This is an optimization exercise on Yosys and OpenROAD, whose aim is a short achievable clock period and few clock cycles, not a production implementation.
The RTL was checked by simulation tests, not by an equivalence proof against the original design.
Power is estimated from default activity; no workload was simulated.

### flow/config.mk
export PLATFORM = sky130hd
export DESIGN_NAME = cpu_top
export DESIGN_NICKNAME = cpu_top
export VERILOG_FILES = /design/flow/design.v
export SDC_FILE = /design/flow/constraint.sdc
export NUM_CORES = 4
export LEC_CHECK = 0
export ABC_CLOCK_PERIOD_IN_PS = 3500
export CAP_MARGIN = 20
export CORE_MARGIN = 2
export CORE_UTILIZATION = 40
export SETUP_SLACK_MARGIN = 5
export SLEW_MARGIN = 20
### flow/constraint.sdc
create_clock -name core_clock -period 9.0 [get_ports {clk}]
set_input_delay 1.8000 -clock core_clock [delete_from_list [all_inputs] [get_ports {clk}]]
set_output_delay 1.8000 -clock core_clock [all_outputs]
set_load 0.01 [all_outputs]
### flow/design.v
`default_nettype none
package isa_pkg;
        typedef logic [15:0] word_t;
        typedef logic [3:0] reg_idx_t;
        typedef enum logic [3:0] {
                op_add  = 4'd0,
                op_addi = 4'd1,
                op_sub  = 4'd2,
                op_sw   = 4'd5,
                op_lw   = 4'd6,
                op_nand = 4'd8,
                op_beq  = 4'd14,
                op_jump = 4'd15
        } opcode_t;
        localparam int field_width = 4;
        localparam int opcode_lsb = 12;
        localparam int field_c_lsb = 8;
        localparam int field_b_lsb = 4;
        localparam int field_a_lsb = 0;
        localparam int jump_offset_width = 12;
        localparam int reg_count = 16;
endpackage
`default_nettype wire
`timescale 1ns/1ps
`default_nettype none
module cpu_top #(
        parameter logic [15:0] reset_pc = '0
) (
        input  logic        clk,
        input  logic        reset,
        input  logic        run_n,
        input  logic [15:0] sram_d,
        output logic [15:0] sram_addr,
        output logic [15:0] sram_q,
        output logic        sram_we_n
);
        localparam int CI = 4;           
        localparam int CN = 1 << CI;     
        localparam int TW = 16 - CI;     
        localparam int F_ADD  = 0;
        localparam int F_ADDI = 1;
        localparam int F_SUB  = 2;
        localparam int F_NAND = 3;
        localparam int F_SW   = 4;
        localparam int F_LW   = 5;
        localparam int F_BEQ  = 6;
        localparam int F_J    = 7;
        function automatic logic [7:0] dec(input logic [15:0] w);
                logic [7:0] f;
                f = '0;
                case (w[15:12])
                        4'd0:    f[F_ADD]  = 1'b1;
                        4'd1:    f[F_ADDI] = 1'b1;
                        4'd2:    f[F_SUB]  = 1'b1;
                        4'd8:    f[F_NAND] = 1'b1;
                        4'd5:    f[F_SW]   = 1'b1;
                        4'd6:    f[F_LW]   = 1'b1;
                        4'd14:   f[F_BEQ]  = 1'b1;
                        4'd15:   f[F_J]    = 1'b1;
                        default: ;
                endcase
                dec = f;
        endfunction
        function automatic logic [3:0] s1f(input logic [15:0] w);
                s1f = (w[15:12] == 4'd5 || w[15:12] == 4'd14) ? w[11:8] : w[3:0];
        endfunction
        function automatic logic reads(input logic [7:0] f, input logic [15:0] w, input logic [3:0] r);
                reads = ((f[F_ADD] | f[F_ADDI] | f[F_SUB] | f[F_NAND] | f[F_SW] | f[F_LW] | f[F_BEQ]) & (w[7:4] == r)) |
                       ((f[F_ADD] | f[F_SUB] | f[F_NAND] | f[F_SW] | f[F_BEQ]) & (s1f(w) == r));
        endfunction
        function automatic logic writes(input logic [7:0] f);
                writes = f[F_ADD] | f[F_ADDI] | f[F_SUB] | f[F_NAND] | f[F_LW];
        endfunction
        function automatic logic pairable(input logic [15:0] w0, input logic [15:0] w1);
                logic [7:0] f0, f1;
                f0 = dec(w0);
                f1 = dec(w1);
                pairable = ~(f0[F_BEQ] & (w0[11:8] == w0[7:4])) & ~f0[F_J] & ~f0[F_SW] &
                           ~(f0[F_LW] & (f1[F_LW] | f1[F_SW])) &
                           ~(writes(f0) & (reads(f1, w1, w0[11:8]) | (writes(f1) & (w1[11:8] == w0[11:8]))));
        endfunction
        function automatic logic is_alu(input logic [7:0] f);
                is_alu = f[F_ADD] | f[F_ADDI] | f[F_SUB] | f[F_NAND];
        endfunction
        logic [15:0] addr_q;
        logic [15:0] q_q;
        logic        we_n_q;
        logic        bus_fetch;
        logic        bus_load;
        logic [3:0]  ld_c;
        logic [15:0] fpc;
        logic        d_v, d1_v;
        logic [15:0] d_w   [2];
        logic [15:0] d_pc  [2];
        logic [7:0]  d_f   [2];
        logic [15:0] oh_s1 [2];
        logic [15:0] oh_b  [2];
        logic [3:0]  d_s1  [2];
        logic [15:0] d_pn;
        logic        d_pt;
        logic        x_v, x1_v;
        logic [15:0] x_pc  [2];
        logic [7:0]  x_f   [2];
        logic [3:0]  x_c   [2];
        logic [3:0]  x_imm [2];
        logic [15:0] opa   [2];
        logic [15:0] opb   [2];
        logic [15:0] x_lpc;
        logic [15:0] x_tgt0;     
        logic [15:0] x_tgt;
        logic [15:0] x_seq;
        logic        x_ne_t, x_ne_s;
        logic [15:0] regs [16];
        logic          c_v   [CN];
        logic [TW-1:0] c_tag [CN];
        logic [15:0]   c_dat [CN];
        logic          c_pt  [CN];
        logic [15:0]   c_tgt [CN];
        logic st_w, smc_x0, smc_x1, smc_d;
        assign st_w   = ~we_n_q;
        assign smc_x0 = st_w & x_v & (addr_q == x_pc[0]);
        assign smc_x1 = st_w & x1_v & (addr_q == x_pc[1]);
        assign smc_d  = st_w & d_v & ((addr_q == d_pc[0]) | (d1_v & (addr_q == d_pc[1])));
        logic [15:0] ea [2];
        logic [15:0] alu [2];
        logic        eqv [2];
        logic        x_fire [2];
        logic        x_we [2];
        logic        m0, m1, x_mem, x_sw, x_lw, l_fire, taken, mispredict, redirect, mis0;
        always_comb begin
                for (int k = 0; k < 2; k++) begin
                        ea[k] = {12'h000, x_imm[k]} + opb[k];
                        if (x_f[k][F_ADDI])      alu[k] = ea[k];
                        else if (x_f[k][F_SUB])  alu[k] = opa[k] - opb[k];
                        else if (x_f[k][F_NAND]) alu[k] = ~(opa[k] & opb[k]);
                        else                     alu[k] = opa[k] + opb[k];
                        eqv[k] = (opa[k] == opb[k]);
                end
        end
        assign x_fire[0] = x_v & ~smc_x0;
        assign mis0      = x_fire[0] & x1_v & x_f[0][F_BEQ] & eqv[0] & (x_imm[0] != 4'd1);
        assign x_fire[1] = x1_v & ~smc_x0 & ~smc_x1 & ~mis0;
        assign x_we[0]   = x_fire[0] & is_alu(x_f[0]);
        assign x_we[1]   = x_fire[1] & is_alu(x_f[1]);
        assign l_fire = x1_v ? x_fire[1] : x_fire[0];
        assign taken  = x1_v ? (x_f[1][F_J] | (x_f[1][F_BEQ] & eqv[1]))
                             : (x_f[0][F_J] | (x_f[0][F_BEQ] & eqv[0]));
        assign mispredict = taken ? x_ne_t : x_ne_s;
        assign redirect   = mis0 | (l_fire & mispredict);
        assign m0    = x_fire[0] & (x_f[0][F_LW] | x_f[0][F_SW]);
        assign m1    = x_fire[1] & (x_f[1][F_LW] | x_f[1][F_SW]);
        assign x_mem = m0 | m1;
        assign x_sw  = (x_fire[0] & x_f[0][F_SW]) | (x_fire[1] & x_f[1][F_SW]);
        assign x_lw  = (x_fire[0] & x_f[0][F_LW]) | (x_fire[1] & x_f[1][F_LW]);
        logic [15:0] r1 [2];
        logic [15:0] rb [2];
        logic [15:0] fwd1 [2];
        logic [15:0] fwdb [2];
        logic [15:0] l_w, l_pc, d_tgt, d_seq;
        logic [7:0]  l_f;
        logic        ld_haz, d_kill, d_adv, early;
        function automatic logic [15:0] fwd(input logic [3:0] r, input logic [15:0] raw,
                                            input logic we1, input logic [3:0] c1, input logic [15:0] v1,
                                            input logic we0, input logic [3:0] c0, input logic [15:0] v0,
                                            input logic wl, input logic [3:0] cl, input logic [15:0] vl);
                if (we1 && c1 == r)      fwd = v1;
                else if (we0 && c0 == r) fwd = v0;
                else if (wl && cl == r)  fwd = vl;
                else                     fwd = raw;
        endfunction
        always_comb begin
                for (int k = 0; k < 2; k++) begin
                        r1[k] = '0;
                        rb[k] = '0;
                        for (int i = 0; i < 16; i++) begin
                                r1[k] = r1[k] | (regs[i] & {16{oh_s1[k][i]}});
                                rb[k] = rb[k] | (regs[i] & {16{oh_b[k][i]}});
                        end
                        fwd1[k] = fwd(d_s1[k], r1[k], x_we[1], x_c[1], alu[1], x_we[0], x_c[0], alu[0],
                                      bus_load, ld_c, sram_d);
                        fwdb[k] = fwd(d_w[k][7:4], rb[k], x_we[1], x_c[1], alu[1], x_we[0], x_c[0], alu[0],
                                      bus_load, ld_c, sram_d);
                end
        end
        assign l_w   = d1_v ? d_w[1] : d_w[0];
        assign l_pc  = d1_v ? d_pc[1] : d_pc[0];
        assign l_f   = d1_v ? d_f[1] : d_f[0];
        logic [15:0] s_seq [2];
        logic [15:0] s_tgt [2];
        logic        s_ne_t [2];
        logic        s_ne_s [2];
        always_comb begin
                for (int k = 0; k < 2; k++) begin
                        s_seq[k]  = d_pc[k] + 16'd1;
                        s_tgt[k]  = d_pc[k] + (d_f[k][F_J] ? {{4{d_w[k][11]}}, d_w[k][11:0]} : {12'h000, d_w[k][3:0]});
                        s_ne_t[k] = (d_pn != s_tgt[k]);
                        s_ne_s[k] = (d_pn != s_seq[k]);
                end
        end
        assign d_seq = d1_v ? s_seq[1] : s_seq[0];
        assign d_tgt = d1_v ? s_tgt[1] : s_tgt[0];
        always_comb begin
                ld_haz = 1'b0;
                for (int k = 0; k < 2; k++) begin
                        if (x_fire[k] && x_f[k][F_LW] &&
                            (reads(d_f[0], d_w[0], x_c[k]) || (d1_v && reads(d_f[1], d_w[1], x_c[k]))))
                                ld_haz = 1'b1;
                end
        end
        assign d_kill = redirect | smc_x0 | smc_x1 | smc_d;
        assign d_adv  = d_v & ~ld_haz & ~d_kill;
        assign early = d_v & ~d_kill & ~d_pt & (l_f[F_J] | (l_f[F_BEQ] & (l_w[11:8] == l_w[7:4])));
        logic [CI-1:0] idx;
        logic [CN-1:0] pmask;
        logic [15:0]   c_dnx [CN];
        logic [15:0]   c_tnx [CN];
        logic [CN-1:0] c_pnx;
        logic [CN-1:0] tmatch, amatch;
        logic          hit0, smc_f0, avail, d_free, ir_load, deliver, pair;
        logic [15:0]   w0, w0c, w1c, pnext, fpc_next, addr_next;
        logic [7:0]    f1c;
        assign idx  = fpc[CI-1:0];
        always_comb begin
                for (int i = 0; i < CN; i++) begin
                        tmatch[i] = c_v[i] & (c_tag[i] == fpc[15:CI]);
                        amatch[i] = c_v[i] & (c_tag[i] == addr_q[15:CI]) & (addr_q[CI-1:0] == i[CI-1:0]);
                end
        end
        assign smc_f0 = st_w & (addr_q == fpc);
        assign hit0   = tmatch[idx] & ~smc_f0;
        assign w0c = c_dat[idx];
        assign w1c = c_dnx[idx];
        assign f1c = dec(w1c);
        always_comb begin
                for (int i = 0; i < CN; i++) begin
                        if (i < CN - 1) begin
                                pmask[i] = tmatch[i] & tmatch[i + 1] & ~c_pt[i] & pairable(c_dat[i], c_dat[i + 1]);
                                c_dnx[i] = c_dat[i + 1];
                                c_tnx[i] = c_tgt[i + 1];
                                c_pnx[i] = c_pt[i + 1];
                        end else begin
                                pmask[i] = 1'b0;
                                c_dnx[i] = c_dat[0];
                                c_tnx[i] = c_tgt[0];
                                c_pnx[i] = c_pt[0];
                        end
                end
        end
        assign pair = pmask[idx] & ~smc_f0 & ~(st_w & (addr_q == fpc + 16'd1));
        assign avail   = hit0 | bus_fetch;
        assign w0      = hit0 ? w0c : sram_d;
        assign d_free  = ~d_v | d_adv;
        assign ir_load = avail & d_free & ~smc_x0 & ~smc_x1 & ~smc_d & ~early;
        assign deliver = ir_load & ~redirect;
        assign pnext   = pair ? (c_pnx[idx] ? c_tnx[idx] : fpc + 16'd2)
                              : (c_pt[idx] ? c_tgt[idx] : fpc + 16'd1);
        always_comb begin
                if (smc_x0)        fpc_next = x_pc[0];
                else if (smc_x1)   fpc_next = x_pc[1];
                else if (mis0)     fpc_next = x_tgt0;
                else if (redirect) fpc_next = taken ? x_tgt : x_seq;
                else if (smc_d)    fpc_next = d_pc[0];
                else if (early)    fpc_next = d_tgt;
                else if (deliver)  fpc_next = pnext;
                else               fpc_next = fpc;
        end
        assign addr_next = x_mem ? (m1 ? ea[1] : ea[0]) : fpc_next;
        always_ff @(posedge clk or negedge reset) begin
                if (!reset) begin
                        addr_q    <= reset_pc;
                        q_q       <= '0;
                        we_n_q    <= 1'b1;
                        bus_fetch <= 1'b1;
                        bus_load  <= 1'b0;
                        ld_c      <= '0;
                        fpc       <= reset_pc;
                        d_v       <= 1'b0;
                        d1_v      <= 1'b0;
                        d_pn      <= '0;
                        d_pt      <= 1'b0;
                        x_v       <= 1'b0;
                        x1_v      <= 1'b0;
                        x_lpc     <= '0;
                        x_tgt0    <= '0;
                        x_tgt     <= '0;
                        x_seq     <= '0;
                        x_ne_t    <= 1'b0;
                        x_ne_s    <= 1'b0;
                        for (int k = 0; k < 2; k++) begin
                                d_w[k]   <= '0;
                                d_pc[k]  <= '0;
                                d_f[k]   <= '0;
                                oh_s1[k] <= '0;
                                oh_b[k]  <= '0;
                                d_s1[k]  <= '0;
                                x_pc[k]  <= '0;
                                x_f[k]   <= '0;
                                x_c[k]   <= '0;
                                x_imm[k] <= '0;
                                opa[k]   <= '0;
                                opb[k]   <= '0;
                        end
                end else if (!run_n) begin
                        addr_q    <= addr_next;
                        q_q       <= m1 ? opa[1] : opa[0];
                        we_n_q    <= ~x_sw;
                        bus_fetch <= ~x_mem;
                        bus_load  <= x_lw;
                        ld_c      <= m1 ? x_c[1] : x_c[0];
                        fpc       <= fpc_next;
                        d_v <= deliver | (d_v & ~d_adv & ~d_kill);
                        if (ir_load) begin
                                d1_v     <= pair;
                                d_pn     <= pnext;
                                d_pt     <= pair ? c_pnx[idx] : c_pt[idx];
                                d_w[0]   <= w0;
                                d_pc[0]  <= fpc;
                                d_f[0]   <= dec(w0);
                                oh_s1[0] <= 16'd1 << s1f(w0);
                                oh_b[0]  <= 16'd1 << w0[7:4];
                                d_s1[0]  <= s1f(w0);
                                d_w[1]   <= w1c;
                                d_pc[1]  <= fpc + 16'd1;
                                d_f[1]   <= f1c;
                                oh_s1[1] <= 16'd1 << s1f(w1c);
                                oh_b[1]  <= 16'd1 << w1c[7:4];
                                d_s1[1]  <= s1f(w1c);
                        end else if (early) begin
                                d_pn <= d_tgt;
                                d_pt <= 1'b1;
                        end
                        x_v  <= d_adv;
                        x1_v <= d_adv & d1_v;
                        if (d_adv) begin
                                x_lpc  <= l_pc;
                                x_tgt0 <= s_tgt[0];
                                x_tgt  <= d_tgt;
                                x_seq  <= d_seq;
                                x_ne_t <= ~early & (d1_v ? s_ne_t[1] : s_ne_t[0]);
                                x_ne_s <= early | (d1_v ? s_ne_s[1] : s_ne_s[0]);
                                for (int k = 0; k < 2; k++) begin
                                        x_pc[k]  <= d_pc[k];
                                        x_f[k]   <= d_f[k];
                                        x_c[k]   <= d_w[k][11:8];
                                        x_imm[k] <= d_w[k][3:0];
                                        opa[k]   <= fwd1[k];
                                        opb[k]   <= fwdb[k];
                                end
                        end
                end
        end
        always_ff @(posedge clk or negedge reset) begin
                if (!reset) begin
                        for (int i = 0; i < 16; i++) begin
                                regs[i] <= '0;
                        end
                end else if (!run_n) begin
                        for (int i = 0; i < 16; i++) begin
                                if (x_we[1] && x_c[1] == i[3:0])
                                        regs[i] <= alu[1];
                                else if (x_we[0] && x_c[0] == i[3:0])
                                        regs[i] <= alu[0];
                                else if (bus_load && ld_c == i[3:0])
                                        regs[i] <= sram_d;
                        end
                end
        end
        logic          u_v, u_taken;
        logic [15:0]   u_pc, u_tgt;
        logic [CI-1:0] eidx;
        logic          e_upd, etaken;
        logic [15:0]   etgt;
        assign eidx   = u_pc[CI-1:0];
        assign e_upd  = u_v & c_v[eidx] & (c_tag[eidx] == u_pc[15:CI]);
        assign etaken = u_taken;
        assign etgt   = u_tgt;
        always_ff @(posedge clk or negedge reset) begin
                if (!reset) begin
                        u_v     <= 1'b0;
                        u_taken <= 1'b0;
                        u_pc    <= '0;
                        u_tgt   <= '0;
                end else if (!run_n) begin
                        u_v     <= mis0 | l_fire;
                        u_taken <= mis0 | taken;
                        u_pc    <= mis0 ? x_pc[0] : x_lpc;
                        u_tgt   <= mis0 ? x_tgt0 : x_tgt;
                end
        end
        always_ff @(posedge clk or negedge reset) begin
                if (!reset) begin
                        for (int i = 0; i < CN; i++) begin
                                c_v[i]  <= 1'b0;
                                c_pt[i] <= 1'b0;
                        end
                end else if (!run_n) begin
                        for (int i = 0; i < CN; i++) begin
                                if (st_w && amatch[i]) begin
                                        c_v[i]  <= 1'b0;
                                        c_pt[i] <= 1'b0;
                                end else if (e_upd && eidx == i[CI-1:0]) begin
                                        c_pt[i] <= etaken;
                                        if (bus_fetch && addr_q[CI-1:0] == i[CI-1:0])
                                                c_v[i] <= 1'b1;
                                end else if (bus_fetch && addr_q[CI-1:0] == i[CI-1:0]) begin
                                        c_v[i]  <= 1'b1;
                                        if (!amatch[i])
                                                c_pt[i] <= 1'b0;
                                end
                        end
                end
        end
        always_ff @(posedge clk) begin
                if (!run_n) begin
                        for (int i = 0; i < CN; i++) begin
                                if (bus_fetch && addr_q[CI-1:0] == i[CI-1:0]) begin
                                        c_tag[i] <= addr_q[15:CI];
                                        c_dat[i] <= sram_d;
                                end
                                if (e_upd && eidx == i[CI-1:0])
                                        c_tgt[i] <= etgt;
                        end
                end
        end
        assign sram_addr = addr_q;
        assign sram_q    = q_q;
        assign sram_we_n = we_n_q | run_n;
endmodule
`default_nettype wire
### flow/run.sh
#!/bin/bash
# synth_recipe.tcl (not shown) runs the flow's synth.tcl, then flattens the netlist and writes it again
# the make line also repeats each setting of config.mk as NAME=value (left out here)
make -C /OpenROAD-flow-scripts/flow DESIGN_CONFIG=/design/flow/config.mk WORK_HOME=/design/flow/orfs CLKGATE_MAP_FILE= SYNTH_SCRIPT=/design/flow/synth_recipe.tcl finish
==> results of run 1 <==
[repair_timing]
| item | 4_1_cts | 5_1_grt |
|---|---|---|
| endpoints found under the setup margin | 1030 | 728 |
| gates resized for setup | 860 | 612 |
| buffers inserted | 331 | 202 |
| pin swaps | 145 | 222 |
| cloned | 43 | 41 |
[cells in the mapped netlist (41+ instances only)]
master       n
inv_1      140
edfxtp_1   704
xor2_1     296
nand2b_1    55
o21ai_0    847
a21oi_1    509
ha_1       106
a21o_1      48
a22o_1     194
o31ai_1     68
mux2i_1    292
nor4_1      84
o211ai_1   138
a211oi_1   108
nor2_1     699
a22oi_1    598
a31oi_1     81
nor3_1     151
and3_1      53
nand3_1    302
mux2_2      57
or3_1       53
nand4_1    249
xnor2_1    657
a222oi_1    41
a221oi_1   207
nor2b_1     55
buf_1       90
dfxtp_1    127
nand2_1   1407
o22ai_1     54
clkbuf_1   785
dfrtp_1    742
[power groups by stage]
stage               sequential [uW]  clock [uW]  combinational, uW
floorplan                     10500           0              12200
global placement              12700           0              19700
detailed placement            12700           0              19800
CTS                           12500        8210              23700
global route                  12800        8480              28100
finish                        12900        8220              27500
[worst max-delay path, delay by kind of cell (launching register included)]
family / cells / cell delay [ns]
AO/OA/AOI/OAI: 6 / 1.75
XOR/XNOR: 1 / 0.17
buffers and inverters: 2 / 0.28
flip-flops: 1 / 0.51
multiplexers: 1 / 0.28
AND/OR/NAND/NOR: 5 / 1.43
[registers in the layout (all words and copies together), names as in the netlist, 32 cells and up, named ones only]
signal / flops
c_tgt: 256
d_pc: 32
opb: 32
oh_s1: 32
opa: 32
c_tag: 192
oh_b: 32
c_dat: 256
x_pc: 32
d_w: 32
regs: 256
[routing by layer]
metal	track usage [%]	part of all wire, %
met4	34.06	10
met2	63.92	40
met3	15.46	14
met1	56.62	36
met5	0.1931	0.056
[logic make-up (layout without fill, tap and decap cells)]
family                     count (synthesis)  in the layout
adders and majority gates                114            114
muxes                                    362            362
xor gates and xnor gates                 953            953
other                                      0             21
AOI/OAI and AO/OA                       3173           3175
and+or+nand+nor                         3325           3343
buffers and inverters                   1093           1496
DFF                                     1575           1575
[how the worst min path moves through the flow]
stage                                start                endpoint  cells past startpoint
floorplan           d_w[1][14]$_DFFE_PN0P_  d_w[1][14]$_DFFE_PN0P_                      2
global placement     x_lpc[12]$_DFFE_PN0P_   x_lpc[12]$_DFFE_PN0P_                      2
global route         x_lpc[14]$_DFFE_PN0P_   x_lpc[14]$_DFFE_PN0P_                      2
detailed placement   x_tgt0[9]$_DFFE_PN0P_   x_tgt0[9]$_DFFE_PN0P_                      2
CTS                   x_lpc[5]$_DFFE_PN0P_    x_lpc[5]$_DFFE_PN0P_                      2
finish                 q_q[10]$_DFFE_PN0N_     q_q[10]$_DFFE_PN0N_                      2
[stage by stage]
stage          power, uW  instance area, um2
2_1_floorplan      22680               96880
3_3_place_gp       32400              100700
3_5_place_dp       32500              100700
4_1_cts            44420              114900
5_1_grt            49350              120300
6_report           48700              120300
[final cells by class]
cell class / instances / share of cell area [%]
Antenna cell: 21 / 0.04368
Clock buffer: 268 / 4.476
Clock inverter: 89 / 0.9361
Inverter: 155 / 0.5752
Multi-Input combinational cell: 7947 / 46.44
Sequential cell: 1575 / 35.32
Tap cell: 3185 / 3.313
Timing Repair Buffer: 980 / 8.874
Timing Repair inverter: 4 / 0.02392
==> results.sh, run 1 <==
export IMPL_synth_largest_area_cell="edfxtp_1"
export IMPL_final_common_cell="nand2_1"
export IMPL_critPathLaunch="c_dat[14][8]$_DFFE_PP_"
export IMPL_finalWorstPathRequiredPeriod_ns=4.594
export IMPL_vias_per_cell=7.068
export IMPL_gr_total_overflow=0
export IMPL_slew_violations=0
export IMPL_antenna_found_initial=37
export IMPL_switching_share_pct=51.14
export IMPL_syn_cell_area_um2=96790
export IMPL_synth_ff_type="dfrtp_1"
export IMPL_stdcell_count=14224
export IMPL_synth_simple_gate_area_share_pct=15.83
export IMPL_cts_max_level=4
export IMPL_placed_cells=13229
export IMPL_synth_area_leaders="edfxtp_1, dfrtp_1, xnor2_1"
export IMPL_setup_tns_ns=0
export IMPL_vdd_ir_drop_worst_uv=339.0
export IMPL_n_fill_cell=22077
export IMPL_io_pins=52
export IMPL_cts_clk_slew_worst_paths_ns=0.06
export IMPL_synthMuxAreaShare_pct=3.962
export IMPL_synth_top_family_by_area="compound AO/OA/AOI/OAI gates"
export IMPL_setup_viol=0
export IMPL_clkPwrFrac_pct=16.9
export IMPL_hpwl_mm=372.8
export IMPL_reg2reg_slack_ns=4.41
export IMPL_grt_first_pass_wirelength_mm=777.0
export IMPL_fin_util_pct=50.01
export IMPL_cp_end_kind="flop"
export IMPL_synth_compound_area_share_pct=21.85
export IMPL_drive_above_1_share_pct=20.49
export IMPL_crit_chain="xnor2_1 > nand4_1 > nor2_1 > o211ai_1 > nand4_1 > a31o_2 > nand4_1 > and4b_4 > buf_8 > buf_12 > mux2i_4 > o211ai_1 > o211ai_1 > a21o_1 > o21ai_1"
export IMPL_power_density_nw_per_um2=404.8
export IMPL_cp_required_ns=9.74
export IMPL_critical_path_max_fanout=6
export IMPL_ant_nets=0
export IMPL_clockRootBuffer="clkbuf_16"
export IMPL_synth_nets=10728
export IMPL_r2r_start="c_dat[14][8]$_DFFE_PP_"
export IMPL_drc=0
export IMPL_r2r_end="fpc[10]$_DFFE_PN0N_"
export IMPL_intPower_uw=23790
export IMPL_cts_tree="built"
export IMPL_synthXorXnorAreaFrac_pct=8.623
export IMPL_numCtsBuffers=190
export IMPL_place_ws_ns=2.364
export IMPL_regArea_um2=42490
export IMPL_grt_max_degree=146
export IMPL_gp_congestion=1.036
export IMPL_drt_total_wl_mm=584.0
export IMPL_leakagePower_uw=0.04525
export IMPL_synth_top_area_share_pct=21.84
export IMPL_wire_per_inst_um=41.05
export IMPL_final_cell_mix="nand2_1, o21ai_0, edfxtp_1, dfrtp_1, xnor2_1"
export IMPL_cp_endpoint="fpc[10]$_DFFE_PN0N_"
export IMPL_slowest_stage="o211ai_1"
export IMPL_syn_instance_count=10595
export IMPL_combPwrFrac_pct=56.6
export IMPL_whs_ns=0.4880
export IMPL_clock_sinks=1575
export IMPL_critPathKind="flop to flop"
export IMPL_drt_pass1_iter_count=9
export IMPL_clk_latency_ns=0.91
export IMPL_fp_coreArea_um2=240500
export IMPL_layout_nets=10986
export IMPL_switching_power_uw=24900
export IMPL_syn_area_per_cell_um2=9.136
export IMPL_fmax_mhz=217.7
export IMPL_hp_class="flop to flop"
export IMPL_rsz0062_at_grt="true"
export IMPL_reg2reg_depth=15
export IMPL_grt_pass1_vias=92826
export IMPL_fin_crit_sh_pct=51.05
export IMPL_holdBufCountCts=0
export IMPL_synth_edf_count=704
export IMPL_worst_pin_slew_ns=1.322
export IMPL_via_count=100533
export IMPL_power_frac_seq_pct=26.6
export IMPL_io_buffers=51
export IMPL_max_stage_delay_ns=0.66
export IMPL_clockBufferDepth=3
export IMPL_yosys_area_share_adder_pct=1.536
export IMPL_ys_seq_area_share_pct=43.70
export IMPL_drt_iter0_markers=17568
export IMPL_die_area_um2=245900
export IMPL_hold_viol_final=0
export IMPL_rows=180
export IMPL_ys_warn_count=34
export IMPL_outcome="no timing/DRC/antenna violations"
export IMPL_area_growth_pct=24.28
export IMPL_synth_cell_types=101
export IMPL_finalClockSkew_ns=0.04333
export IMPL_grt_util_all_layers_pct=45.17
export IMPL_multi_input_comb_area_um2=55860
export IMPL_startpoint_type="flop"
export IMPL_start_util_pct=40.24
export IMPL_maxCapViolCount=0
export IMPL_synthArstFlopShare_pct=47.24
export IMPL_setup_slack_ns=4.406
export IMPL_arrival_ns=5.34
export IMPL_fp_dieH_um=495.9
export IMPL_max_slew_margin_rel_pct=11.31
export IMPL_yosys_register_bits=1575
export IMPL_die_w_um=495.9
Testbench counts, summed over its fixed seeds: cycles 23,641.
==> inputs of run 2 (changes only) <==
--- a/flow/design.v
+++ b/flow/design.v
@@ -36,3 +36,3 @@
 );
-        localparam int CI = 4;           
+        localparam int CI = 5;           
         localparam int CN = 1 << CI;     
@@ -87,3 +87,4 @@
         logic        we_n_q;
-        logic        bus_fetch;
+        logic        bus_fetch;      
+        logic        bus_dem;        
         logic        bus_load;
@@ -91,2 +92,3 @@
         logic [15:0] fpc;
+        logic [15:0] pfa;
         logic        d_v, d1_v;
@@ -214,2 +216,3 @@
         logic [CN-1:0] pmask;
+        logic [CN-2:0] pok_q, pokf_q;
         logic [15:0]   c_dnx [CN];
@@ -236,3 +239,3 @@
                         if (i < CN - 1) begin
-                                pmask[i] = tmatch[i] & tmatch[i + 1] & ~c_pt[i] & pairable(c_dat[i], c_dat[i + 1]);
+                                pmask[i] = tmatch[i] & tmatch[i + 1] & ~c_pt[i] & pok_q[i] & pokf_q[i];
                                 c_dnx[i] = c_dat[i + 1];
@@ -249,4 +252,4 @@
         assign pair = pmask[idx] & ~smc_f0 & ~(st_w & (addr_q == fpc + 16'd1));
-        assign avail   = hit0 | bus_fetch;
-        assign w0      = hit0 ? w0c : sram_d;
+        assign avail   = hit0 | bus_dem;
+        assign w0      = bus_dem ? sram_d : w0c;
         assign d_free  = ~d_v | d_adv;
@@ -266,3 +269,8 @@
         end
-        assign addr_next = x_mem ? (m1 ? ea[1] : ea[0]) : fpc_next;
+        logic [15:0] pf_dist, pf_addr;
+        assign pf_addr = (bus_fetch & ~bus_dem) ? addr_q + 16'd1 : pfa;
+        logic        use_pf;
+        assign pf_dist = pf_addr - fpc;
+        assign use_pf  = ~x_mem & hit0 & ~redirect & ~early & (pf_dist[15:5] == '0) & ~(pf_dist[4] & pf_dist[3]);
+        assign addr_next = x_mem ? (m1 ? ea[1] : ea[0]) : use_pf ? pf_addr : fpc_next;
         always_ff @(posedge clk or negedge reset) begin
@@ -270,7 +278,7 @@
                         addr_q    <= reset_pc;
-                        q_q       <= '0;
                         we_n_q    <= 1'b1;
                         bus_fetch <= 1'b1;
+                        bus_dem   <= 1'b1;
+                        pfa       <= reset_pc;
                         bus_load  <= 1'b0;
-                        ld_c      <= '0;
                         fpc       <= reset_pc;
@@ -278,37 +286,24 @@
                         d1_v      <= 1'b0;
-                        d_pn      <= '0;
-                        d_pt      <= 1'b0;
                         x_v       <= 1'b0;
                         x1_v      <= 1'b0;
-                        x_lpc     <= '0;
-                        x_tgt0    <= '0;
-                        x_tgt     <= '0;
-                        x_seq     <= '0;
-                        x_ne_t    <= 1'b0;
-                        x_ne_s    <= 1'b0;
-                        for (int k = 0; k < 2; k++) begin
-                                d_w[k]   <= '0;
-                                d_pc[k]  <= '0;
-                                d_f[k]   <= '0;
-                                oh_s1[k] <= '0;
-                                oh_b[k]  <= '0;
-                                d_s1[k]  <= '0;
-                                x_pc[k]  <= '0;
-                                x_f[k]   <= '0;
-                                x_c[k]   <= '0;
-                                x_imm[k] <= '0;
-                                opa[k]   <= '0;
-                                opb[k]   <= '0;
-                        end
                 end else if (!run_n) begin
                         addr_q    <= addr_next;
-                        q_q       <= m1 ? opa[1] : opa[0];
                         we_n_q    <= ~x_sw;
                         bus_fetch <= ~x_mem;
+                        bus_dem   <= ~x_mem & ~use_pf;
+                        pfa       <= (bus_dem & ~hit0) ? addr_q + 16'd1 : pf_addr;
                         bus_load  <= x_lw;
-                        ld_c      <= m1 ? x_c[1] : x_c[0];
                         fpc       <= fpc_next;
-                        d_v <= deliver | (d_v & ~d_adv & ~d_kill);
+                        d_v       <= deliver | (d_v & ~d_adv & ~d_kill);
+                        if (ir_load)
+                                d1_v <= pair;
+                        x_v       <= d_adv;
+                        x1_v      <= d_adv & d1_v;
+                end
+        end
+        always_ff @(posedge clk) begin
+                if (!run_n) begin
+                        q_q  <= m1 ? opa[1] : opa[0];
+                        ld_c <= m1 ? x_c[1] : x_c[0];
                         if (ir_load) begin
-                                d1_v     <= pair;
                                 d_pn     <= pnext;
@@ -331,4 +326,2 @@
                         end
-                        x_v  <= d_adv;
-                        x1_v <= d_adv & d1_v;
                         if (d_adv) begin
@@ -367,3 +360,4 @@
         end
-        logic          u_v, u_taken;
+        logic          u_v, u_taken, u_hit;
+        logic          hit_x0, hit_xl;
         logic [15:0]   u_pc, u_tgt;
@@ -373,3 +367,5 @@
         assign eidx   = u_pc[CI-1:0];
-        assign e_upd  = u_v & c_v[eidx] & (c_tag[eidx] == u_pc[15:CI]);
+        assign e_upd  = u_v & u_hit;
+        assign hit_x0 = c_v[x_pc[0][CI-1:0]] & (c_tag[x_pc[0][CI-1:0]] == x_pc[0][15:CI]);
+        assign hit_xl = c_v[x_lpc[CI-1:0]] & (c_tag[x_lpc[CI-1:0]] == x_lpc[15:CI]);
         assign etaken = u_taken;
@@ -377,11 +373,12 @@
         always_ff @(posedge clk or negedge reset) begin
-                if (!reset) begin
-                        u_v     <= 1'b0;
-                        u_taken <= 1'b0;
-                        u_pc    <= '0;
-                        u_tgt   <= '0;
-                end else if (!run_n) begin
-                        u_v     <= mis0 | l_fire;
+                if (!reset)
+                        u_v <= 1'b0;
+                else if (!run_n)
+                        u_v <= mis0 | l_fire;
+        end
+        always_ff @(posedge clk) begin
+                if (!run_n) begin
                         u_taken <= mis0 | taken;
                         u_pc    <= mis0 ? x_pc[0] : x_lpc;
+                        u_hit   <= mis0 ? hit_x0 : hit_xl;
                         u_tgt   <= mis0 ? x_tgt0 : x_tgt;
@@ -389,2 +386,7 @@
         end
+        logic [CN-1:0] fill_we;
+        always_comb begin
+                for (int i = 0; i < CN; i++)
+                        fill_we[i] = bus_fetch & (addr_q[CI-1:0] == i[CI-1:0]);
+        end
         always_ff @(posedge clk or negedge reset) begin
@@ -395,3 +397,8 @@
                         end
-                end else if (!run_n) begin
+                end else if (run_n) begin
+                        for (int i = 0; i < CN; i++) begin
+                                if (fill_we[i])
+                                        c_v[i] <= 1'b0;
+                        end
+                end else begin
                         for (int i = 0; i < CN; i++) begin
@@ -402,5 +409,5 @@
                                         c_pt[i] <= etaken;
-                                        if (bus_fetch && addr_q[CI-1:0] == i[CI-1:0])
+                                        if (fill_we[i])
                                                 c_v[i] <= 1'b1;
-                                end else if (bus_fetch && addr_q[CI-1:0] == i[CI-1:0]) begin
+                                end else if (fill_we[i]) begin
                                         c_v[i]  <= 1'b1;
@@ -413,11 +420,15 @@
         always_ff @(posedge clk) begin
-                if (!run_n) begin
-                        for (int i = 0; i < CN; i++) begin
-                                if (bus_fetch && addr_q[CI-1:0] == i[CI-1:0]) begin
-                                        c_tag[i] <= addr_q[15:CI];
-                                        c_dat[i] <= sram_d;
-                                end
-                                if (e_upd && eidx == i[CI-1:0])
-                                        c_tgt[i] <= etgt;
+                for (int i = 0; i < CN; i++) begin
+                        if (fill_we[i]) begin
+                                c_tag[i] <= addr_q[15:CI];
+                                c_dat[i] <= sram_d;
                         end
+                        if (e_upd && eidx == i[CI-1:0])
+                                c_tgt[i] <= etgt;
+                end
+        end
+        always_ff @(posedge clk) begin
+                for (int i = 0; i < CN - 1; i++) begin
+                        pok_q[i]  <= pairable(c_dat[i], c_dat[i + 1]);
+                        pokf_q[i] <= ~(fill_we[i] | fill_we[i + 1]);
                 end
==> run 2 against run 1 <==
Against the previous run:
- the layout now fails its checks (capacitance limit, slew limit)
- largest cell class unchanged
- final area increased by 45%
- highest routed layer unchanged
- clock power is 61% higher
- sequential share of layout area is 4.4 points higher
- maximum frequency shrank 2.3%
- global-route usage increased by 9.5 points
- largest power group unchanged
- combinational power increased by 56%
- wire length is 78% higher
- power grew 55%
- critical endpoint is now addr_q[2]$_DFFE_PN0N_
- cell count rose by 39%
- critical path depth up 2
- worst setup slack got worse by 0.11 ns
- via count grew 51%
==> results.sh, run 2 <==
export IMPL_cts_max_level=5
export IMPL_multi_input_comb_area_um2=73630
export IMPL_fmax_mhz=212.6
export IMPL_max_slew_margin_rel_pct=-15.77
export IMPL_fp_dieH_um=600.9
export IMPL_synth_largest_area_cell="edfxtp_1"
export IMPL_setup_tns_ns=0
export IMPL_cts_tree="built"
export IMPL_vias_per_cell=7.672
export IMPL_yosys_register_bits=2476
export IMPL_clk_latency_ns=1.05
export IMPL_clockBufferDepth=4
export IMPL_grt_pass1_vias=131828
export IMPL_synthArstFlopShare_pct=15.23
export IMPL_grt_max_degree=153
export IMPL_grt_first_pass_wirelength_mm=1318
export IMPL_io_pins=52
export IMPL_drt_total_wl_mm=1039
export IMPL_synth_commonest_cells="edfxtp_1, nor2_1, nand2_1"
export IMPL_critPathLaunch="fpc[6]$_DFFE_PN0N_"
export IMPL_io_buffers=51
export IMPL_synth_most_common_cell="edfxtp_1"
export IMPL_gp_congestion=1.135
export IMPL_startpoint_type="flop"
export IMPL_synth_cell_types=121
export IMPL_cp_end_kind="flop"
export IMPL_ant_nets=0
export IMPL_ys_seq_area_share_pct=48.63
export IMPL_syn_instance_count=14153
export IMPL_drt_pass1_iter_count=12
export IMPL_regArea_um2=69390
export IMPL_hpwl_mm=697.8
export IMPL_drive_above_1_share_pct=18.94
export IMPL_clock_sinks=2476
export IMPL_slew_violations=14
export IMPL_critPathKind="flop to flop"
export IMPL_arrival_ns=5.61
export IMPL_syn_cell_area_um2=142500
export IMPL_antenna_found_initial=157
export IMPL_so_violations="capacitance limit, slew limit"
export IMPL_leakagePower_uw=0.06088
export IMPL_ys_warn_count=34
export IMPL_hp_class="flop to flop"
export IMPL_cts_clk_slew_worst_paths_ns=0.07
export IMPL_rows=219
export IMPL_die_w_um=600.9
export IMPL_worst_pin_slew_ns=1.733
export IMPL_switching_power_uw=37970
export IMPL_synth_area_leaders="edfxtp_1, dfrtp_1, xnor2_1"
export IMPL_drt_iter0_markers=33362
export IMPL_area_growth_pct=22.64
export IMPL_power_frac_seq_pct=25.6
export IMPL_synth_edf_count=1782
export IMPL_numCtsBuffers=297
export IMPL_critical_path_max_fanout=16
export IMPL_outcome="failed layout checks"
export IMPL_clkPwrFrac_pct=17.5
export IMPL_fp_coreArea_um2=355100
export IMPL_power_density_nw_per_um2=432.6
export IMPL_rsz0062_at_grt="true"
export IMPL_drc=0
export IMPL_final_cell_mix="edfxtp_1, nor2_1, nand2_1, xnor2_1, buf_4"
export IMPL_wire_per_inst_um=52.61
export IMPL_synth_top_area_share_pct=37.55
export IMPL_maxCapViolCount=3
export IMPL_intPower_uw=37630
export IMPL_stdcell_count=19758
export IMPL_finalWorstPathRequiredPeriod_ns=4.704
export IMPL_die_area_um2=361100
export IMPL_final_common_cell="edfxtp_1"
export IMPL_via_count=151591
export IMPL_start_util_pct=40.13
export IMPL_n_fill_cell=32462
export IMPL_vdd_ir_drop_worst_uv=297.8
export IMPL_cp_required_ns=9.91
export IMPL_synth_nets=14308
export IMPL_finalClockSkew_ns=0.1082
export IMPL_syn_area_per_cell_um2=10.07
export IMPL_r2r_start="fpc[6]$_DFFE_PN0N_"
export IMPL_grt_util_all_layers_pct=54.68
export IMPL_switching_share_pct=50.23
export IMPL_combPwrFrac_pct=56.9
export IMPL_hold_viol_final=0
export IMPL_setup_viol=0
export IMPL_synth_ff_type="edfxtp_1"
export IMPL_fin_crit_sh_pct=52.26
export IMPL_placed_cells=18382
export IMPL_gr_total_overflow=0
export IMPL_layout_nets=14753
export IMPL_clockRootBuffer="clkbuf_16"
## run 2: cell types whose count changed after synthesis, moves of 263 or more
cell	previous run	this run
a221oi_1	207	481
xnor2_1	657	1002
nand2_1	1407	1014
a22oi_1	598	875
nor2_1	699	1198
a22o_1	194	457
dfrtp_1	742	374
edfxtp_1	704	1782
## run 2: final timing paths
check | end | slack, ns | depth (start not counted)
worst max-delay path | addr_q[2]$_DFFE_PN0N_ | 4.30 | 17
worst min-delay path | pok_q[13]$_DFF_P_ | 0.46 | 2
worst max register to register | addr_q[2]$_DFFE_PN0N_ | 4.30 | 17
worst min register to register | pok_q[13]$_DFF_P_ | 0.46 | 2
max in group asynchronous | regs[8][5]$_DFFE_PN0P_ | 6.41 | 3
min in group asynchronous | regs[2][12]$_DFFE_PN0P_ | 0.72 | 1
## run 2: cells by family after synthesis
family          count (synthesis)  share of synthesized area (%)
compound gates               4172                          20.62
mux                           264                          2.018
fa+ha+maj                     136                          1.236
simple gates                 4111                          13.94
buf+inv                      1446                          4.044
xor+xnor                     1548                          9.514
flops                        2476                          48.63
## run 2: power by group through the flow
stage / Sequential (uW) / Clock [uW] / Combinational, uW
2_1_floorplan: 17100 / 0 / 17400
3_3_place_gp: 19600 / 0 / 30700
3_5_place_dp: 19600 / 0 / 30500
4_1_cts: 18900 / 13100 / 37200
5_1_grt: 19100 / 13500 / 42600
6_report: 19300 / 13200 / 43000
## run 2: per-layer routing
metal	GRT usage [%]	vias up	share of wire, %
met5	7.215	-	0.48
met4	32.57	112	8.3
met3	35.52	4362	19
met2	68.82	16944	36
met1	67.70	75022	36
li1	-	55151	-
## run 2: layout make-up
class	instances	share of cell area [%]
Clock inverter	170	1.337
Multi-Input combinational cell	10253	42.13
Inverter	224	0.5212
Tap cell	4751	3.401
Clock buffer	373	4.578
Timing Repair Buffer	1346	8.090
Antenna cell	165	0.2363
Sequential cell	2476	39.70
## run 2: repair_timing
| action | 4_1_cts | 5_1_grt |
|---|---|---|
| pin swaps | 191 | 152 |
| cloned | 66 | 23 |
| hold buffers | 0 | 0 |
| resized for setup | 937 | 381 |
| setup endpoints to repair | 1092 | 764 |
| setup buffers | 412 | 157 |
## run 2: through the flow
step / total power, uW / setup slack (ns) / util, % / hold slack (ns) / area (um2)
after CTS: 69220 / 4.736 / 48.06 / 0.4745 / 170700
after detailed placement: 50080 / 2.799 / 42.43 / 0.4541 / 150700
after floorplan: 34520 / 2.128 / - / 0.4169 / 142700
final: 75600 / 4.296 / 49.21 / 0.4572 / 174800
after global placement: 50290 / 2.794 / 42.41 / 0.4548 / 150600
after global routing: 75290 / 4.471 / 49.13 / 0.4771 / 174500
## run 2: critical path: stages, from the launching register on
cell and delay (ns):
dfrtp_2 0.62, buf_8 0.32, xor2_1 0.15, nor4_4 0.26, buf_4 0.20, nand4_1 0.50
and3_1 0.39, o21ai_1 0.18, o2111ai_2 0.17, o21ai_4 0.20, buf_4 0.20, buf_4 0.11
nand4_1 0.13, nor4_4 0.39, buf_6 0.20, buf_6 0.12, and3b_1 0.17, o31ai_1 0.25
Testbench counts of run 2, summed over its fixed seeds: cycles 22,260.
==> inputs of run 3 (changes only) <==
--- a/flow/design.v
+++ b/flow/design.v
@@ -203,2 +203,5 @@
         assign d_tgt = d1_v ? s_tgt[1] : s_tgt[0];
+        logic x_in [2];
+        assign x_in[0] = x_v;
+        assign x_in[1] = x1_v;
         always_comb begin
@@ -206,3 +209,3 @@
                 for (int k = 0; k < 2; k++) begin
-                        if (x_fire[k] && x_f[k][F_LW] &&
+                        if (x_in[k] && x_f[k][F_LW] &&
                             (reads(d_f[0], d_w[0], x_c[k]) || (d1_v && reads(d_f[1], d_w[1], x_c[k]))))
@@ -213,2 +216,4 @@
         assign d_adv  = d_v & ~ld_haz & ~d_kill;
+        logic d_ld;
+        assign d_ld = ~d_v | ~ld_haz;
         assign early = d_v & ~d_kill & ~d_pt & (l_f[F_J] | (l_f[F_BEQ] & (l_w[11:8] == l_w[7:4])));
@@ -273,3 +278,4 @@
         assign pf_dist = pf_addr - fpc;
-        assign use_pf  = ~x_mem & hit0 & ~redirect & ~early & (pf_dist[15:5] == '0) & ~(pf_dist[4] & pf_dist[3]);
+        logic        pf_ok;
+        assign use_pf  = ~x_mem & hit0 & ~redirect & ~early & pf_ok;
         assign addr_next = x_mem ? (m1 ? ea[1] : ea[0]) : use_pf ? pf_addr : fpc_next;
@@ -282,2 +288,3 @@
                         pfa       <= reset_pc;
+                        pf_ok     <= 1'b0;
                         bus_load  <= 1'b0;
@@ -294,2 +301,3 @@
                         pfa       <= (bus_dem & ~hit0) ? addr_q + 16'd1 : pf_addr;
+                        pf_ok     <= (pf_dist[15:5] == '0) & ~(pf_dist[4] & pf_dist[3]);
                         bus_load  <= x_lw;
@@ -297,3 +305,3 @@
                         d_v       <= deliver | (d_v & ~d_adv & ~d_kill);
-                        if (ir_load)
+                        if (d_ld)
                                 d1_v <= pair;
@@ -307,3 +315,3 @@
                         ld_c <= m1 ? x_c[1] : x_c[0];
-                        if (ir_load) begin
+                        if (d_ld) begin
                                 d_pn     <= pnext;
@@ -326,3 +334,3 @@
                         end
-                        if (d_adv) begin
+                        begin
                                 x_lpc  <= l_pc;
==> run 3 against run 2 <==
Against the previous run:
- the run now finishes clean
- sequential power fell by 4%
- via count is 3.4% lower
- utilization decreased by 0.74 points
- critical path depth fell by 2
- final area shrank 2.0%
- critical endpoint is now oh_s1[0][7]$_SDFFCE_PP0P_
- highest routed layer unchanged
==> results.sh, run 3 <==
export IMPL_outcome="no timing/DRC/antenna violations"
export IMPL_synthArstFlopShare_pct=15.26
export IMPL_final_cell_mix="edfxtp_1, nand2_1, nor2_1, xnor2_1, buf_4"
export IMPL_clockRootBuffer="clkbuf_16"
export IMPL_startpoint_type="flop"
export IMPL_arrival_ns=5.49
export IMPL_maxCapViolCount=0
export IMPL_synth_largest_area_cell="edfxtp_1"
export IMPL_io_pins=52
export IMPL_fin_crit_sh_pct=52.03
export IMPL_reg2reg_slack_ns=4.32
export IMPL_cts_max_level=5
export IMPL_cts_tree="built"
export IMPL_ys_seq_area_share_pct=48.77
export IMPL_hold_viol_final=0
export IMPL_worst_pin_slew_ns=1.255
export IMPL_placed_cells=18297
export IMPL_syn_instance_count=14087
export IMPL_placed_area_um2=149700
export IMPL_finalClockSkew_ns=0.1168
export IMPL_area_growth_pct=20.47
export IMPL_rows=218
export IMPL_io_buffers=51
export IMPL_fmax_mhz=213.5
export IMPL_hp_class="flop to flop"
export IMPL_switching_power_uw=33880
export IMPL_ant_nets=0
export IMPL_holdBufCountCts=0
export IMPL_antenna_found_initial=113
export IMPL_die_w_um=600.1
export IMPL_setup_slack_ns=4.317
export IMPL_synth_nets=14242
export IMPL_max_slew_margin_rel_pct=15.55
export IMPL_combPwrFrac_pct=54.6
export IMPL_clock_sinks=2477
export IMPL_slew_violations=0
export IMPL_rsz0062_at_grt="true"
export IMPL_synth_top_area_share_pct=37.65
export IMPL_cp_end_kind="flop"
export IMPL_via_count=146503
export IMPL_drt_total_wl_mm=987.1
export IMPL_n_fill_cell=32311
export IMPL_hpwl_mm=660.5
export IMPL_wire_per_inst_um=50.66
export IMPL_vdd_ir_drop_worst_uv=271.9
export IMPL_met1_usage_pct=64.30
export IMPL_die_area_um2=360100
export IMPL_critical_path_max_fanout=10
export IMPL_whs_ns=0.4419
export IMPL_fp_dieH_um=600.1
export IMPL_grt_pass1_vias=129922
export IMPL_grt_max_degree=131
export IMPL_clkPwrFrac_pct=18.4
export IMPL_finalInstanceArea_um2=171200
export IMPL_critical_path_top_delay_family="compound AO/OA/AOI/OAI gates"
export IMPL_synth_area_leaders="edfxtp_1, dfrtp_1, xnor2_1"
export IMPL_cts_clk_slew_worst_paths_ns=0.06
export IMPL_synth_commonest_cells="edfxtp_1, nand2_1, nor2_1"
export IMPL_ys_warn_count=35
export IMPL_clk_latency_ns=1.07
export IMPL_slowest_stage="a222oi_1"
export IMPL_grt_util_all_layers_pct=52.78
export IMPL_syn_area_per_cell_um2=10.09
export IMPL_max_stage_delay_ns=0.71
export IMPL_yosys_register_bits=2477
export IMPL_power_density_nw_per_um2=402.5
export IMPL_layout_nets=14584
export IMPL_grt_first_pass_wirelength_mm=1266
export IMPL_worst_path_buf_inv=3
export IMPL_stdcell_count=19483
export IMPL_regArea_um2=69430
export IMPL_drt_pass1_iter_count=15
export IMPL_gp_congestion=1.109
export IMPL_drt_iter0_markers=31602
export IMPL_numCtsBuffers=292
export IMPL_fp_coreArea_um2=353200
export IMPL_place_ws_ns=2.584
export IMPL_clockBufferDepth=4
export IMPL_synth_edf_count=1782
export IMPL_start_util_pct=40.24
export IMPL_intPower_uw=35040
export IMPL_multi_input_comb_area_um2=72200
export IMPL_use_met2_pct=69.85
export IMPL_met3_usage_pct=28.30
export IMPL_gr_total_overflow=0
export IMPL_cp_required_ns=9.80
export IMPL_syn_cell_area_um2=142100
export IMPL_synth_ff_type="edfxtp_1"
export IMPL_leakagePower_uw=0.06019
export IMPL_finalWorstPathRequiredPeriod_ns=4.683
export IMPL_synth_most_common_cell="edfxtp_1"
export IMPL_setup_tns_ns=0
export IMPL_critPathKind="flop to flop"
export IMPL_crit_chain="ha_4 > and3_4 > ha_4 > buf_16 > buf_16 > a222oi_1 > nand4_1 > a2111oi_4 > a21oi_4 > mux2i_2 > nand2_4 > mux2i_4 > inv_4 > nand2_2 > nor3_2"
export IMPL_final_common_cell="edfxtp_1"
export IMPL_setup_viol=0
export IMPL_switching_share_pct=49.16
export IMPL_grt_busiest_layer="met2"
export IMPL_synth_cell_types=112
export IMPL_power_frac_seq_pct=27.0
export IMPL_drc=0
export IMPL_vias_per_cell=7.520
export IMPL_drive_above_1_share_pct=18.08
## run 3: per-layer routing
layer | wire, um | vias to the layer above
met5 | 1716 | -
met4 | 94800 | 97
met3 | 166700 | 4383
met2 | 372500 | 15264
met1 | 351300 | 72203
li1 | - | 54556
## run 3: logic make-up (layout without fill, tap and decap cells)
logic type               count (synthesis)  after routing  synth area share (%)
XOR/XNOR                              1552           1552                 9.563
other                                    0             82                     0
flip-flops                            2477           2477                 48.77
multiplexers                           264            264                 2.053
adder cells (fa/ha/maj)                136            136                 1.239
AND/OR/NAND/NOR                       4156           4166                 14.15
buffers and inverters                 1426           1994                 4.073
AO/OA/AOI/OAI                         4076           4082                 20.15
## run 3: area by class of cell
| type | instances | share of cell area, % |
|---|---|---|
| Timing Repair Buffer | 1253 | 7.478 |
| Multi-Input combinational cell | 10200 | 42.16 |
| Clock inverter | 167 | 1.084 |
| Tap cell | 4730 | 3.456 |
| Sequential cell | 2477 | 40.55 |
| Clock buffer | 369 | 4.658 |
| Antenna cell | 82 | 0.1198 |
| Inverter | 205 | 0.4889 |
## run 3: through the flow
| step | total power, uW | utilization, % |
|---|---|---|
| 3_5_place_dp | 46490 | 42.39 |
| 5_1_grt | 69020 | 48.42 |
| 2_1_floorplan | 32750 | - |
| 4_1_cts | 63940 | 47.57 |
| 6_report | 68920 | 48.48 |
| 3_3_place_gp | 46590 | 42.37 |
## run 3: path summary, 6_finish.rpt
path / from / end / cells past startpoint
max: fpc[1]$_DFFE_PN0N_ / oh_s1[0][7]$_SDFFCE_PP0P_ / 15
min: flop / pok_q[6]$_DFF_P_ / 3
max reg2reg: fpc[1]$_DFFE_PN0N_ / oh_s1[0][7]$_SDFFCE_PP0P_ / 15
min reg2reg: flop / pok_q[6]$_DFF_P_ / 3
max in group asynchronous: reset / fpc[3]$_DFFE_PN0N_ / 2
min in group asynchronous: reset / regs[5][9]$_DFFE_PN0P_ / 1
## run 3: repair_timing
action,4_1_cts,5_1_grt
setup endpoints to repair,772,335
gates resized for setup,803,366
pin swaps,166,158
gates cloned,46,11
setup buffers,387,120
## run 3: worst min-delay path, delay by kind of cell, from the launching register on
kind,cells,cell delay (ns)
AND/OR/NAND/NOR,2,0.09
AO/OA/AOI/OAI,1,0.06
flip-flops,1,0.31
## run 3: power by group through the flow
stage	Sequential [uW]	Combinational, uW	Clock (uW)
after floorplan	16700	16100	0
after global placement	19000	27600	0
after detailed placement	19000	27500	0
after CTS	18300	33100	12500
after global routing	18500	37500	13000
final	18600	37600	12700
Testbench counts of run 3, summed over its fixed seeds: cycles 22,240.
==> inputs of run 4 (changes only) <==
--- a/flow/config.mk
+++ b/flow/config.mk
@@ -8,6 +8,6 @@
 export ABC_CLOCK_PERIOD_IN_PS = 3500
-export CAP_MARGIN = 20
+export CAP_MARGIN = 40
 export CORE_MARGIN = 2
-export CORE_UTILIZATION = 40
+export CORE_UTILIZATION = 30
 export SETUP_SLACK_MARGIN = 5
-export SLEW_MARGIN = 20
+export SLEW_MARGIN = 40
==> run 4 against run 3 <==
Against the previous run:
- via count decreased by 1.3%
- synthesized cell count did not move
- register-to-register slack better by 0.14 ns
- still clean on timing, DRC and antenna
- critical endpoint is now addr_q[10]$_DFFE_PN0N_
==> results.sh, run 4 <==
export IMPL_r2r_start="fpc[0]$_DFFE_PN0N_"
export IMPL_intPower_uw=34360
export IMPL_synthArstFlopShare_pct=15.26
export IMPL_synth_most_common_cell="edfxtp_1"
export IMPL_synth_cell_types=112
export IMPL_hp_class="flop to flop"
export IMPL_wire_per_inst_um=43.97
export IMPL_setup_viol=0
export IMPL_synth_ff_type="edfxtp_1"
export IMPL_area_growth_pct=20.79
export IMPL_syn_instance_count=14087
export IMPL_via_count=144667
export IMPL_grt_first_pass_wirelength_mm=1193
export IMPL_max_slew_margin_rel_pct=30.51
export IMPL_fp_dieH_um=692.3
export IMPL_reg2reg_depth=19
export IMPL_drt_total_wl_mm=916.8
export IMPL_antenna_found_initial=110
export IMPL_synth_top_area_share_pct=37.65
export IMPL_gr_total_overflow=0
export IMPL_fp_coreArea_um2=471400
export IMPL_io_pins=52
export IMPL_placed_cells=19755
export IMPL_final_cell_mix="edfxtp_1, nand2_1, nor2_1, xnor2_1, buf_4"
export IMPL_grt_pass1_vias=128918
export IMPL_leakagePower_uw=0.05944
export IMPL_use_met2_pct=47.70
export IMPL_final_common_cell="edfxtp_1"
export IMPL_finalInstanceArea_um2=171700
export IMPL_hold_start="d_f[0][1]$_SDFFCE_PP0P_"
export IMPL_fin_crit_sh_pct=50.53
export IMPL_finalClockSkew_ns=0.1062
export IMPL_numCtsBuffers=292
export IMPL_holdBufCountCts=0
export IMPL_startpoint_type="flop"
export IMPL_cts_clk_slew_worst_paths_ns=0.06
export IMPL_cp_required_ns=9.81
export IMPL_switching_power_uw=32440
export IMPL_placed_area_um2=152000
export IMPL_die_area_um2=479300
export IMPL_die_w_um=692.3
export IMPL_drt_pass1_iter_count=15
export IMPL_rsz0062_at_grt="true"
export IMPL_layout_nets=14459
export IMPL_clockBufferDepth=4
export IMPL_outcome="no timing/DRC/antenna violations"
export IMPL_fmax_mhz=219.9
export IMPL_synth_area_leaders="edfxtp_1, dfrtp_1, xnor2_1"
export IMPL_whs_ns=0.4801
export IMPL_clockRootBuffer="clkbuf_16"
export IMPL_start_util_pct=30.15
export IMPL_cp_end_kind="flop"
export IMPL_rows=252
export IMPL_syn_cell_area_um2=142100
export IMPL_vias_per_cell=6.938
export IMPL_grt_max_degree=128
export IMPL_combPwrFrac_pct=53.6
export IMPL_synth_commonest_cells="edfxtp_1, nand2_1, nor2_1"
export IMPL_cts_max_level=5
export IMPL_hpwl_mm=615.5
export IMPL_clock_sinks=2477
export IMPL_reg2reg_slack_ns=4.45
export IMPL_clkPwrFrac_pct=18.8
export IMPL_slew_violations=0
export IMPL_cts_tree="built"
export IMPL_worst_pin_slew_ns=1.038
export IMPL_drc=0
export IMPL_met1_usage_pct=44.16
export IMPL_critPathKind="flop to flop"
export IMPL_ys_warn_count=35
export IMPL_critical_path_max_fanout=7
export IMPL_vdd_ir_drop_worst_uv=356.8
export IMPL_switching_share_pct=48.56
export IMPL_arrival_ns=5.36
export IMPL_holdPathStages=0
export IMPL_grt_util_all_layers_pct=36.32
export IMPL_maxCapViolCount=0
export IMPL_clk_latency_ns=1.06
export IMPL_setup_tns_ns=0
export IMPL_synth_largest_area_cell="edfxtp_1"
export IMPL_grt_busiest_layer="met2"
export IMPL_synth_edf_count=1782
export IMPL_r2r_end="addr_q[10]$_DFFE_PN0N_"
export IMPL_drive_above_1_share_pct=16.97
export IMPL_synth_nets=14242
export IMPL_power_density_nw_per_um2=389.1
export IMPL_finalWorstPathRequiredPeriod_ns=4.547
export IMPL_hold_end="x_f[0][1]$_DFFE_PN_"
export IMPL_ys_seq_area_share_pct=48.77
export IMPL_syn_area_per_cell_um2=10.09
export IMPL_hold_viol_final=0
export IMPL_power_frac_seq_pct=27.6
export IMPL_met3_usage_pct=20.68
export IMPL_yosys_register_bits=2477
export IMPL_gp_congestion=1.142
export IMPL_drt_iter0_markers=30837
export IMPL_ant_nets=0
export IMPL_stdcell_count=20852
export IMPL_io_buffers=51
-- run 4: changes by cell type in the layout (fill, tap and decap cells not counted), sizes merged, moves of 2 or more --
cell      delta
bufbuf       +3
o211a        +2
o21ai        -3
buf        -120
clkinv       -9
inv          -3
nand2        -3
clkbuf      +22
clkinvlp    -11
diode        +4
bufinv       -4
-- run 4: worst max path at each step --
stage / from / endpoint / slack, ns / depth (start not counted)
5_1_grt: fpc[0]$_DFFE_PN0N_ / fpc[15]$_DFFE_PN0N_ / 4.66 / 16
3_5_place_dp: fpc[0]$_DFFE_PN0N_ / oh_s1[0][11]$_SDFFCE_PN0P_ / 2.67 / 17
3_3_place_gp: fpc[0]$_DFFE_PN0N_ / oh_s1[0][11]$_SDFFCE_PN0P_ / 2.70 / 17
6_report: fpc[0]$_DFFE_PN0N_ / addr_q[10]$_DFFE_PN0N_ / 4.45 / 19
4_1_cts: run_n / sram_we_n / 4.67 / 5
2_1_floorplan: run_n / d_f[0][0]$_SDFFCE_PP0P_ / 3.83 / 4
-- run 4: critical path: stages, from the launching register on --
cell and delay [ns]:
dfrtp_4 0.42, buf_12 0.16, buf_12 0.12, buf_12 0.09, nand4b_1 0.54, nor4_4 0.71
o211a_1 0.22, a311o_1 0.15, o2111ai_4 0.16, a21oi_4 0.30, buf_6 0.20, buf_6 0.11
buf_12 0.10, buf_12 0.12, buf_4 0.12, a31oi_4 0.15, a221oi_2 0.30, a21oi_2 0.12
a21oi_2 0.13, o21ai_1 0.08
-- run 4: repair_timing --
action / in CTS / in global routing
resized for setup: 672 / 278
setup buffers: 328 / 95
pin swaps: 140 / 112
endpoints found under the setup margin: 672 / 422
gates cloned: 42 / 2
-- run 4: per-stage QoR --
step / util, % / worst slack, ns / total power, uW
5_1_grt: 36.39 / 4.661 / 67080
3_3_place_gp: 31.99 / 2.702 / 45390
3_5_place_dp: 32.24 / 2.667 / 45580
6_report: 36.42 / 4.453 / 66800
2_1_floorplan: - / 3.831 / 32750
4_1_cts: 35.86 / 4.671 / 62300
-- run 4: layout make-up --
cell class | count | area [um2]
fillers | 45995 | 299700
multi-input cells | 10194 | 71700
flip-flops and latches | 2477 | 69410
repair buffers | 1133 | 11870
clock buffers | 394 | 8234
well taps | 6223 | 7786
clock inverters | 139 | 1604
inverters | 205 | 852.1
diodes | 86 | 215.2
repair inverters | 1 | 6.256
-- run 4: cells by family after synthesis --
group | synth area share, %
buf+inv | 4.073
fa+ha+maj | 1.239
compound gates | 20.15
xor+xnor | 9.563
mux | 2.053
flops | 48.77
simple gates | 14.15
-- run 4: per-layer routing --
layer	part of all wire, %	routed length, um
met1	36	326600
met2	37	341900
met3	18	163100
met4	9.1	83750
met5	0.17	1515
-- run 4: power by group through the flow --
stage                     logic [uW]  clock network [uW]  registers, uW
after floorplan                16100                   0          16700
after global placement         26500                   0          18900
after detailed placement       26800                   0          18800
after CTS                      31600               12500          18200
after global routing           35800               12900          18300
final                          35800               12600          18400

-- separate check: timing with driven ports --
No port has a modelled driver above. Below, the same layouts with a new extraction and two added sets of constraints.
Step 1, drivers: a clkbuf_16 drives clk and a buf_2 each remaining input, both assumed.
Step 2 adds t to the input delays and takes it off the output delays; t is the mean of the earliest and latest rising clock arrival at the registers after step 1. Input paths then give back, and output paths get back, about the clock's delay inside the block.
Three values: no drivers, after step 1, after step 2; two values: the first two.
run | t (ns) | setup WS [ns] | latest minus earliest clock arrival (ns)
run 1 | 0.992 | 4.406 / 4.406 / 3.648 | 0.046 / 0.046
run 2 | 1.118 | 4.296 / 4.296 / 3.797 | 0.113 / 0.114
run 3 | 1.132 | 4.317 / 4.317 / 3.955 | 0.120 / 0.120
run 4 | 1.133 | 4.453 / 4.453 / 3.844 | 0.117 / 0.117
The setup slack of run 1, which loses most, moves by 0.000 ns with the drivers and by -0.758 ns with both steps.
